This design comes from an exercise in tuning for small area and a short achievable clock period on the open sky130 flow, not from production work.
No functional check of the RTL was part of any run shown here.
Power is estimated from default activity; no workload was simulated.

==> flow/design.v (outline; a module is shown in full before it is edited, if it fits) <==
// module goodness_beat_reduce: 3131 lines
// module goodness_fa: 7 lines
// module goodness_ha: 7 lines
// module goodness_tracker: 139 lines
module goodness_tracker
#(
  parameter int CORE_NUM            = 4,
  parameter int POST_NEUR_PARALLEL  = 8,
  parameter int POST_NEUR_MEM_WIDTH = 13,
  parameter int GOODNESS_WIDTH      = 24
) (
  input  logic                                                    clk,
  input  logic                                                    rst,
  input  logic [CORE_NUM-1:0]                                     core_valid,
  input  logic [CORE_NUM-1:0]                                     core_last,
  input  logic [CORE_NUM-1:0]                                     core_clear,
  input  logic [CORE_NUM*POST_NEUR_PARALLEL*POST_NEUR_MEM_WIDTH-1:0] core_mem_bus,
  input  logic                                                    mode,
  input  logic [3:0]                                              avg_shift,
  input  logic [GOODNESS_WIDTH-1:0]                               theta,
  output logic [CORE_NUM*GOODNESS_WIDTH-1:0]                      sample_bus,
  output logic [CORE_NUM*GOODNESS_WIDTH-1:0]                      avg_bus,
  output logic [CORE_NUM-1:0]                                     done,
  output logic [CORE_NUM-1:0]                                     above_theta
);
  // ...
==> flow/run.sh <==
#!/bin/bash
# synth_recipe.tcl (not shown) runs the flow's synth.tcl, then flattens the netlist and writes it again
# the make line also repeats each setting of config.mk as NAME=value (left out here)
make -C /OpenROAD-flow-scripts/flow DESIGN_CONFIG=/design/flow/config.mk WORK_HOME=/design/flow/orfs CLKGATE_MAP_FILE= SYNTH_SCRIPT=/design/flow/synth_recipe.tcl finish
==> flow/config.mk <==
export PLATFORM = sky130hd
export DESIGN_NAME = goodness_tracker
export DESIGN_NICKNAME = goodness_tracker
export VERILOG_FILES = /design/flow/design.v
export SDC_FILE = /design/flow/constraint.sdc
export NUM_CORES = 4
export LEC_CHECK = 0
export CAP_MARGIN = 20
export CORE_MARGIN = 2
export CORE_UTILIZATION = 38
export SLEW_MARGIN = 20
export SYNTH_HIERARCHICAL = 1
export SYNTH_MINIMUM_KEEP_SIZE = 0
==> flow/constraint.sdc <==
create_clock -name core_clock -period 15.0 [get_ports {clk}]
set_input_delay 3.0000 -clock core_clock [delete_from_list [all_inputs] [get_ports {clk}]]
set_output_delay 3.0000 -clock core_clock [all_outputs]
set_load 0.01 [all_outputs]
==> summary.md, run 1 <==
| Metric | Value |
|---|---|
| PostCTS Resize Cnt | 0 |
| HP Class | flip-flop to flip-flop |
| Worst reg2reg endpoint | g_core[0].acc_q[13]$_DFFE_PP0P_ |
| Max-slew headroom | 0.293 |
| FF-to-FF Start | g_q[2]$_DFF_P_ |
| Combinational Power Share | 0.709 |
| Worst EP arrival | 9.98 ns |
| Final WL | 441 mm |
| Clk pwr share | 0.143 |
| Register share of total power | 0.149 |
| DRC | 0 |
| Post-synthesis simple-gate area fraction | 0.152 |
| Clk slew on worst S/H paths | 0.06 ns |
| Share of the synthesized area in the top cell type | 0.463 |
| Post-Layout Cell Count | 15000 |
| Critical path's top delay family | adder cells |
| Routed vias | 83100 |
| DR vias/cell | 5.54 |
| CP Depth | 23 |
| Synth top area cells | fa_1 (46%), dfxtp_1 (8.0%), nor2_1 (7.6%) |
| Register area share after synthesis | 0.149 |
| Worst reg-to-reg path cell count | 23 |
| Switching power | 0.00782 W |
| Pre-Repair DR Iteration Count | 8 |
| Worst Path Buf+Inv | 0 |
| Commonest non-fill, non-tap cell in the layout | fa_1 |
| Most frequent cells after synthesis | fa_1 (2604), nor2_1 (2286), nand2_1 (1458) |
| CLK BUF | 131 |
| Mean post-synth cell area | 10.2 um^2 |
| Synth-to-Final Area Change | 7.44% |
| Number of multi-input logic gates | 9003 |
| IR drop worst, VDD | 0.202 mV |
| Post-synth top area cell | fa_1 |
| Yosys reg bits | 760 |
| Outcome | timing/DRC/antenna clean |
==> module goodness_tracker, before the edit <==
module goodness_tracker
#(
  parameter int CORE_NUM            = 4,
  parameter int POST_NEUR_PARALLEL  = 8,
  parameter int POST_NEUR_MEM_WIDTH = 13,
  parameter int GOODNESS_WIDTH      = 24
) (
  input  logic                                                    clk,
  input  logic                                                    rst,
  input  logic [CORE_NUM-1:0]                                     core_valid,
  input  logic [CORE_NUM-1:0]                                     core_last,
  input  logic [CORE_NUM-1:0]                                     core_clear,
  input  logic [CORE_NUM*POST_NEUR_PARALLEL*POST_NEUR_MEM_WIDTH-1:0] core_mem_bus,
  input  logic                                                    mode,
  input  logic [3:0]                                              avg_shift,
  input  logic [GOODNESS_WIDTH-1:0]                               theta,
  output logic [CORE_NUM*GOODNESS_WIDTH-1:0]                      sample_bus,
  output logic [CORE_NUM*GOODNESS_WIDTH-1:0]                      avg_bus,
  output logic [CORE_NUM-1:0]                                     done,
  output logic [CORE_NUM-1:0]                                     above_theta
);
  localparam int P     = POST_NEUR_PARALLEL;
  localparam int M     = POST_NEUR_MEM_WIDTH;
  localparam int G     = GOODNESS_WIDTH;
  localparam int T_W   = 28;    
  localparam logic [G-1:0] G_MAX = '1;
  logic [CORE_NUM*P*(M-1)-1:0] mag_q;
  logic [CORE_NUM*P-1:0]       g_q;
  logic [CORE_NUM*P-1:0]       h_q;
  for (genvar k = 0; k < CORE_NUM*P; k++) begin : g_in
    always_ff @(posedge clk) begin
      mag_q[k*(M-1) +: M-1] <= core_mem_bus[k*M +: M-1];
      g_q[k]                <= mode & ~core_mem_bus[k*M + M-1];
      h_q[k]                <= ~mode & ~core_mem_bus[k*M + M-1];
    end
  end
  for (genvar c = 0; c < CORE_NUM; c++) begin : g_core
    logic             s1_valid;
    logic             s1_last;
    logic             s2_valid;    
    logic             seeded;
    logic             done_q;
    logic             above_q;
    logic [G-1:0]     acc_q;
    logic [G-1:0]     sample_q;
    logic [G-1:0]     avg_q;
    logic [T_W-1:0]   tot_s;
    logic [T_W-1:0]   tot_c;
    logic [T_W-1:0]   tot;
    logic [G-1:0]     acc_sat;
    logic             sat;
    logic [G-1:0]     cmp_s;
    logic [G-1:0]     cmp_c;
    logic [G+1:0]     cmp;
    logic             above_d;
    logic [P*(M-1)-1:0] ny;
    logic [P*(M-1)-1:0] nl;
    logic [3:0]       sh;
    logic [G-1:0]     avg_dn;
    logic [G-1:0]     smp_dn;
    logic [G-1:0]     avg_next;
    for (genvar n = 0; n < P; n++) begin : g_neur
      logic [M-2:0] x;
      assign x = mag_q[(c*P+n)*(M-1) +: M-1];
      assign ny[n*(M-1) +: M-1] = ~(x & {(M-1){g_q[c*P+n]}});
      assign nl[n*(M-1) +: M-1] = ~(x & {(M-1){h_q[c*P+n]}});
    end
    goodness_beat_reduce u_reduce (
      .ny    (ny),
      .nl    (nl),
      .acc   (acc_q),
      .sum_s (tot_s),
      .sum_c (tot_c)
    );
    assign tot     = tot_s + tot_c;
    assign sat     = |tot[T_W-1:G];
    assign acc_sat = sat ? G_MAX : tot[G-1:0];
    for (genvar i = 0; i < G; i++) begin : g_cmp
      goodness_fa u_fa (
        .a  (tot_s[i]),
        .b  (tot_c[i]),
        .c  (~theta[i]),
        .s  (cmp_s[i]),
        .co (cmp_c[i])
      );
    end
    assign cmp     = {2'b00, cmp_s} + {1'b0, cmp_c, 1'b0};
    assign above_d = sat ? ~&theta : |cmp[G+1:G];
    assign sh       = seeded ? avg_shift : 4'd0;
    assign avg_dn   = avg_q >> sh;
    assign smp_dn   = sample_q >> sh;
    assign avg_next = avg_q - avg_dn + smp_dn;
    always_ff @(posedge clk or posedge rst) begin
      if (rst) begin
        s1_valid <= 1'b0;
        s1_last  <= 1'b0;
        s2_valid <= 1'b0;
        seeded   <= 1'b0;
        done_q   <= 1'b0;
        above_q  <= 1'b0;
        acc_q    <= '0;
        sample_q <= '0;
        avg_q    <= '0;
      end else if (core_clear[c]) begin
        s1_valid <= 1'b0;
        s1_last  <= 1'b0;
        s2_valid <= 1'b0;
        seeded   <= 1'b0;
        done_q   <= 1'b0;
        above_q  <= 1'b0;
        acc_q    <= '0;
        sample_q <= '0;
        avg_q    <= '0;
      end else begin
        s1_valid <= core_valid[c];
        s1_last  <= core_valid[c] & core_last[c];
        done_q   <= s2_valid;
        s2_valid <= s1_valid & s1_last;
        if (s2_valid) begin
          avg_q  <= avg_next;
          seeded <= 1'b1;
        end
        if (s1_valid) begin
          if (s1_last) begin
            sample_q <= acc_sat;
            above_q  <= above_d;
            acc_q    <= '0;
          end else begin
            acc_q    <= acc_sat;
          end
        end
      end
    end
    assign sample_bus[c*G +: G] = sample_q;
    assign avg_bus[c*G +: G]    = avg_q;
    assign done[c]              = done_q;
    assign above_theta[c]       = above_q;
  end
endmodule
==> run 2: changes to the inputs <==
--- a/flow/design.v
+++ b/flow/design.v
@@ -3179,15 +3179,23 @@
   logic [CORE_NUM*P-1:0]       g_q;
   logic [CORE_NUM*P-1:0]       h_q;
   for (genvar k = 0; k < CORE_NUM*P; k++) begin : g_in
+    logic en;
+    assign en = core_valid[k/P] & ~core_clear[k/P] & ~core_mem_bus[k*M + M-1];
     always_ff @(posedge clk) begin
       mag_q[k*(M-1) +: M-1] <= core_mem_bus[k*M +: M-1];
-      g_q[k]                <= mode & ~core_mem_bus[k*M + M-1];
-      h_q[k]                <= ~mode & ~core_mem_bus[k*M + M-1];
+    end
+    always_ff @(posedge clk or posedge rst) begin
+      if (rst) begin
+        g_q[k] <= 1'b0;
+        h_q[k] <= 1'b0;
+      end else begin
+        g_q[k] <= en & mode;
+        h_q[k] <= en & ~mode;
+      end
     end
   end
   for (genvar c = 0; c < CORE_NUM; c++) begin : g_core
-    logic             s1_valid;
-    logic             s1_last;
+    logic             s1_last;     
     logic             s2_valid;    
     logic             seeded;
     logic             done_q;
@@ -3207,8 +3215,10 @@
     logic [P*(M-1)-1:0] ny;
     logic [P*(M-1)-1:0] nl;
     logic [3:0]       sh;
-    logic [G-1:0]     avg_dn;
-    logic [G-1:0]     smp_dn;
+    logic [G:0]       dif;
+    logic [G:0]       dif_sh;
+    logic [G-1:0]     lt;
+    logic [G:0]       avg_sum;
     logic [G-1:0]     avg_next;
     for (genvar n = 0; n < P; n++) begin : g_neur
       logic [M-2:0] x;
@@ -3238,12 +3248,13 @@
     assign cmp     = {2'b00, cmp_s} + {1'b0, cmp_c, 1'b0};
     assign above_d = sat ? ~&theta : |cmp[G+1:G];
     assign sh       = seeded ? avg_shift : 4'd0;
-    assign avg_dn   = avg_q >> sh;
-    assign smp_dn   = sample_q >> sh;
-    assign avg_next = avg_q - avg_dn + smp_dn;
+    assign dif      = {1'b0, sample_q} - {1'b0, avg_q};
+    assign dif_sh   = $signed(dif) >>> sh;
+    assign lt       = dif[G-1:0] ^ sample_q ^ avg_q;
+    assign avg_sum  = {avg_q, 1'b1} + {dif_sh[G-1:0], lt[sh]};
+    assign avg_next = avg_sum[G:1];
     always_ff @(posedge clk or posedge rst) begin
       if (rst) begin
-        s1_valid <= 1'b0;
         s1_last  <= 1'b0;
         s2_valid <= 1'b0;
         seeded   <= 1'b0;
@@ -3253,7 +3264,6 @@
         sample_q <= '0;
         avg_q    <= '0;
       end else if (core_clear[c]) begin
-        s1_valid <= 1'b0;
         s1_last  <= 1'b0;
         s2_valid <= 1'b0;
         seeded   <= 1'b0;
@@ -3263,22 +3273,19 @@
         sample_q <= '0;
         avg_q    <= '0;
       end else begin
-        s1_valid <= core_valid[c];
         s1_last  <= core_valid[c] & core_last[c];
         done_q   <= s2_valid;
-        s2_valid <= s1_valid & s1_last;
+        s2_valid <= s1_last;
         if (s2_valid) begin
           avg_q  <= avg_next;
           seeded <= 1'b1;
         end
-        if (s1_valid) begin
-          if (s1_last) begin
-            sample_q <= acc_sat;
-            above_q  <= above_d;
-            acc_q    <= '0;
-          end else begin
-            acc_q    <= acc_sat;
-          end
+        if (s1_last) begin
+          sample_q <= acc_sat;
+          above_q  <= above_d;
+          acc_q    <= '0;
+        end else begin
+          acc_q    <= acc_sat;
         end
       end
     end
--- a/flow/config.mk
+++ b/flow/config.mk
@@ -8,6 +8,7 @@
 export CAP_MARGIN = 20
 export CORE_MARGIN = 2
 export CORE_UTILIZATION = 38
+export SETUP_SLACK_MARGIN = 5
 export SLEW_MARGIN = 20
 export SYNTH_HIERARCHICAL = 1
 export SYNTH_MINIMUM_KEEP_SIZE = 0
==> run 2 against run 1 <==
  * Register-to-register slack lost 0.26 ns
  * Clock-buffer cell count shrank 7
  * Non-clock buffer count shrank 16
  * Critical endpoint is now g_core[0].above_q$_DFFE_PP0P_
==> summary.md, run 2 <==
| Metric | Value |
|---|---|
| Leak | 59.9 nW |
| Register area share after synthesis | 0.149 (-0.000155) |
| # port buffers | 658 |
| # clock sinks | 756 |
| Largest net degree at the start of global routing | 130 |
| Reg with most FFs | mag_q |
| Max-slew headroom | 0.110 (-0.183) |
| DRC | 0 (unchanged) |
| First-pass GRT wire length | 646 mm |
| Initial drt markers | 9589 |
| Grt total ovfl | 0 |
| Crit start category | flip-flop |
| Critical path class | flip-flop to flip-flop |
| Initial Util | 0.381 |
| HPWL after DPL | 377 mm |
| Number of flip-flops in the largest register | 384 |
| Synth warn | 7 |
| Post-DRT Antenna Nets | 0 |
| Clock latency on the worst-skew pair | 0.85 ns |
| Worst path required time | 15.68 ns |
| Critical Path Fanout Max | 49 |
| Achievable Freq | 104 MHz |
| IR drop worst, VDD | 0.0854 mV (-58%) |
| PwrDens | 70.0 nW/um^2 |
| Yosys reg bits | 756 (-0.53%) |
| Combinational Power Share | 0.441 (-0.268) |
| H-tree levels | 3 |
| PostCTS Resize Cnt | 0 (unchanged) |
| Clk pwr share | 0.289 (+0.146) |
| Net Sw Frac | 0.402 |
| Final Skew | 0.0474 ns |
| Commonest non-fill, non-tap cell in the layout | nor2_1 |
| Final TNS setup | 0 ns |
| Pin slew with the least headroom to its limit | 1.33 ns |
| Worst EP arrival | 10.25 ns (+0.27 ns) |
| I/O pins | 659 |
| Cts hold-fix bufs | 0 |
| Total global-route track usage | 0.297 |
| Slowest CP cell | o311ai_0 |
| Max_cap viols | 0 |
| Pre-Repair DR Iteration Count | 6 (-2) |
| Post-synthesis simple-gate area fraction | 0.153 (+0.00171) |
| Switching power | 0.00345 W (-56%) |
| DR vias/cell | 5.61 (+1.2%) |
| Smallest hold slack | 0.505 ns |
| # rows | 201 |
| Post-CTS setup repair buffer count | 0 |
| Adder-Cell Fraction of Synth Area | 0.493 |
| Final Hold Viols | 0 |
| Drt wl/cell | 29.4 um |
| Die Footprint | 305000 um^2 |
| Outcome | timing/DRC/antenna clean |
| Mean post-synth cell area | 9.99 um^2 (-2.0%) |
| Register share of total power | 0.270 (+0.121) |
| HP Class | flip-flop to flip-flop |
| Vias in the first global route | 89800 |
| Die span in y | 552 um |
| Share of cells above drive strength 1 | 0.0389 |
| Synth top area cells | fa_1 (44%), nor2_1 (8.4%), dfrtp_1 (8.2%) |
| Mux contribution to synthesized area | 0.0148 |
| CTS root buf | clkbuf_16 |
| CP max stage delay | 0.77 ns |
| Placed cells | 15200 |
| Most frequent cells in the layout | nor2_1 (2555), fa_1 (2520), nand2_1 (1256) |
| Post-synth top area cell | fa_1 |
| CP endpoint kind | flip-flop |
| Routed vias | 86600 (+4.3%) |
| Clock Path Buffers | 4 |
| CTS tree | built |
| Routability Congestion | 1.05 |
| Share of the synthesized area in the top cell type | 0.442 (-0.0212) |
| Core area | 299000 um^2 |
| Final number of setup-violating endpoints | 0 |
| Minimum clock period | 9.57 ns |
| Xor and xnor area share after synthesis | 0.0261 |
| Most frequent cells after synthesis | nor2_1 (2555), fa_1 (2520), nand2_1 (1256) |
| Antenna violations before repair | 29 |
| Period Utilization, post-route | 0.638 |
| Post-synthesis cell area | 114000 um^2 |
| RSZ-0062 raised after global routing | no |
| Synth-to-Final Area Change | 7.52% (about the same) |
| Inserted Clock Buffers | 98 |
| Cells along the critical path | nand2_1 -> nor2_1 -> fa_1 -> fa_1 -> fa_1 -> fa_1 -> fa_1 -> fa_1 -> fa_1 -> fa_1 -> fa_1 -> fa_1 -> ha_1 -> nand3_1 -> a211oi_1 -> o311ai_0 -> a31oi_1 -> a31oi_1 -> a21oi_1 -> o211ai_1 -> and3_1 -> buf_4 -> o221ai_1 |
| Mapped Cells | 11400 |
| Synth Area in Compound Gates | 0.0884 |
| Nets | 14800 |
| Most instantiated library cell after synthesis | nor2_1 |
| Top cell by count, worst path | fa_1 |
| Post-Layout Cell Count | 15400 (+3.0%) |
| Final WL | 453 mm (+2.8%) |
| Main combinational cell family by area after synthesis | adder cells |
| Ys async rst share | 0.492 |
| Distinct cells, synth | 103 |
| Max Slew Vio Count | 0 |
| Int Pwr | 0.00514 W |
| Post-synth EDFFs | 0 |
| Chip width | 552 um |
| Clk slew on worst S/H paths | 0.06 ns (about the same) |
| Commonest register cell after synthesis | dfxtp_1 |
==> run 2: changes by cell type in the layout (fill, tap and decap cells not counted), moves of 59 or more <==
cell and change:
nand2_1 -192, ha_1 +105, dfxtp_1 -64, inv_1 +75, xnor2_1 +116, mux2i_1 -272
a21oi_1 +116, fa_1 -84, dfrtp_1 +59, nor2_1 +270
==> run 2: path summary, 6_finish.rpt <==
kind / startpoint / end / slack [ns] / cells past startpoint
worst max register to register: g_q[7]$_DFF_PP0_ / g_core[0].above_q$_DFFE_PP0P_ / 5.43 / 23
worst min-delay path: g_core[3].above_q$_DFFE_PP0P_ / g_core[3].above_q$_DFFE_PP0P_ / 0.50 / 1
worst max-delay path: g_q[7]$_DFF_PP0_ / g_core[0].above_q$_DFFE_PP0P_ / 5.43 / 23
worst min register to register: g_core[3].above_q$_DFFE_PP0P_ / g_core[3].above_q$_DFFE_PP0P_ / 0.50 / 1
min in group asynchronous: rst / g_core[1].avg_q[13]$_DFFE_PP0P_ / 2.58 / 2
max in group asynchronous: rst / g_q[1]$_DFF_PP0_ / 9.87 / 5
==> run 2: worst max-delay path: cells and delay by family, from the launching register on <==
family / cells / cell delay, ns
buf+inv: 1 / 0.46
flops: 1 / 0.55
simple gates: 4 / 1.51
compound gates: 7 / 1.95
fa+ha+maj: 11 / 4.94
==> run 2: area by class of cell <==
cell class	instances	area, um^2
diodes	48	120
clock buffers	124	2720
clock inverters	55	612
fillers	29600	177000
inverters	468	1760
multi-input cells	9322	88500
flip-flops and latches	756	17000
well taps	3958	4950
repair buffers	712	6960
==> run 2: layer usage <==
layer | up-vias | part of all wire | GRT usage | wire, um
met1 | 44300 | 0.38 | 0.377 | 173000
met5 | - | 0.00031 | 0 | 140
met2 | 4892 | 0.45 | 0.466 | 204000
li1 | 36400 | - | - | -
met4 | 22 | 0.066 | 0.158 | 30100
met3 | 992 | 0.10 | 0.0755 | 45500
==> run 2: Yosys stat by module (local to each module, per instance) <==
module	flops+latches	copies in the design	cells inside	cell area (um^2)
goodness_beat_reduce	0	4	785	3980
goodness_fa	0	2508	1	20.0
goodness_ha	0	64	1	12.5
goodness_tracker	756	1	5708	47100
==> run 2: power by group through the flow <==
| stage | Combinational [W] | Sequential [W] | Clock, W |
|---|---|---|---|
| final | 0.00379 | 0.00232 | 0.00248 |
| after global routing | 0.00421 | 0.00233 | 0.00261 |
| after CTS | 0.00378 | 0.00232 | 0.00255 |
| after detailed placement | 0.00375 | 0.00235 | 0 |
| after global placement | 0.00373 | 0.00236 | 0 |
| after floorplan | 0.00277 | 0.00226 | 0 |
==> run 2: cells by family after synthesis <==
kind of cell,Yosys count
and+or+nand+nor,4337
adders and majority gates,2981
AOI/OAI and AO/OA,1512
buffers and inverters,1350
DFF,756
xor gates and xnor gates,322
muxes,158
other,4
==> run 2: through the flow <==
step | setup slack, ns | utilization | instance area, um^2 | total power (W)
3_5_place_dp | 5.52 | 0.398 | 119000 | 0.00611
6_report | 5.43 | 0.410 | 123000 | 0.00859
4_1_cts | 5.46 | 0.409 | 123000 | 0.00864
3_3_place_gp | 5.55 | 0.398 | 119000 | 0.00609
5_1_grt | 5.01 | 0.410 | 123000 | 0.00914
2_1_floorplan | 6.84 | - | 114000 | 0.00503

[port drivers added, routing unchanged]
In the flow no input, the clock included, has a driving cell. The finished layouts below were timed again as built, in two steps. Step 1 assumes that a clkbuf_16 drives the clock port and a buf_2 every other input. Step 2 times the ports against the registers' clock, not the clock port: input delays grow and output delays shrink by t, the midpoint of the rising clock arrivals with the driver on. Three values: no drivers, after step 1, after step 2; two values: the first two.
run | t, ns | setup WS [ns] | hold WS [ns] | worst setup path after step 2
run 1 | 0.911 | 5.687 / 5.687 / 5.687 | 0.514 / 0.514 / 0.514 | register to register
run 2 | 0.911 | 5.428 / 5.428 / 5.428 | 0.505 / 0.505 / 0.505 | register to register
After both steps setup and hold are still met in every run listed.
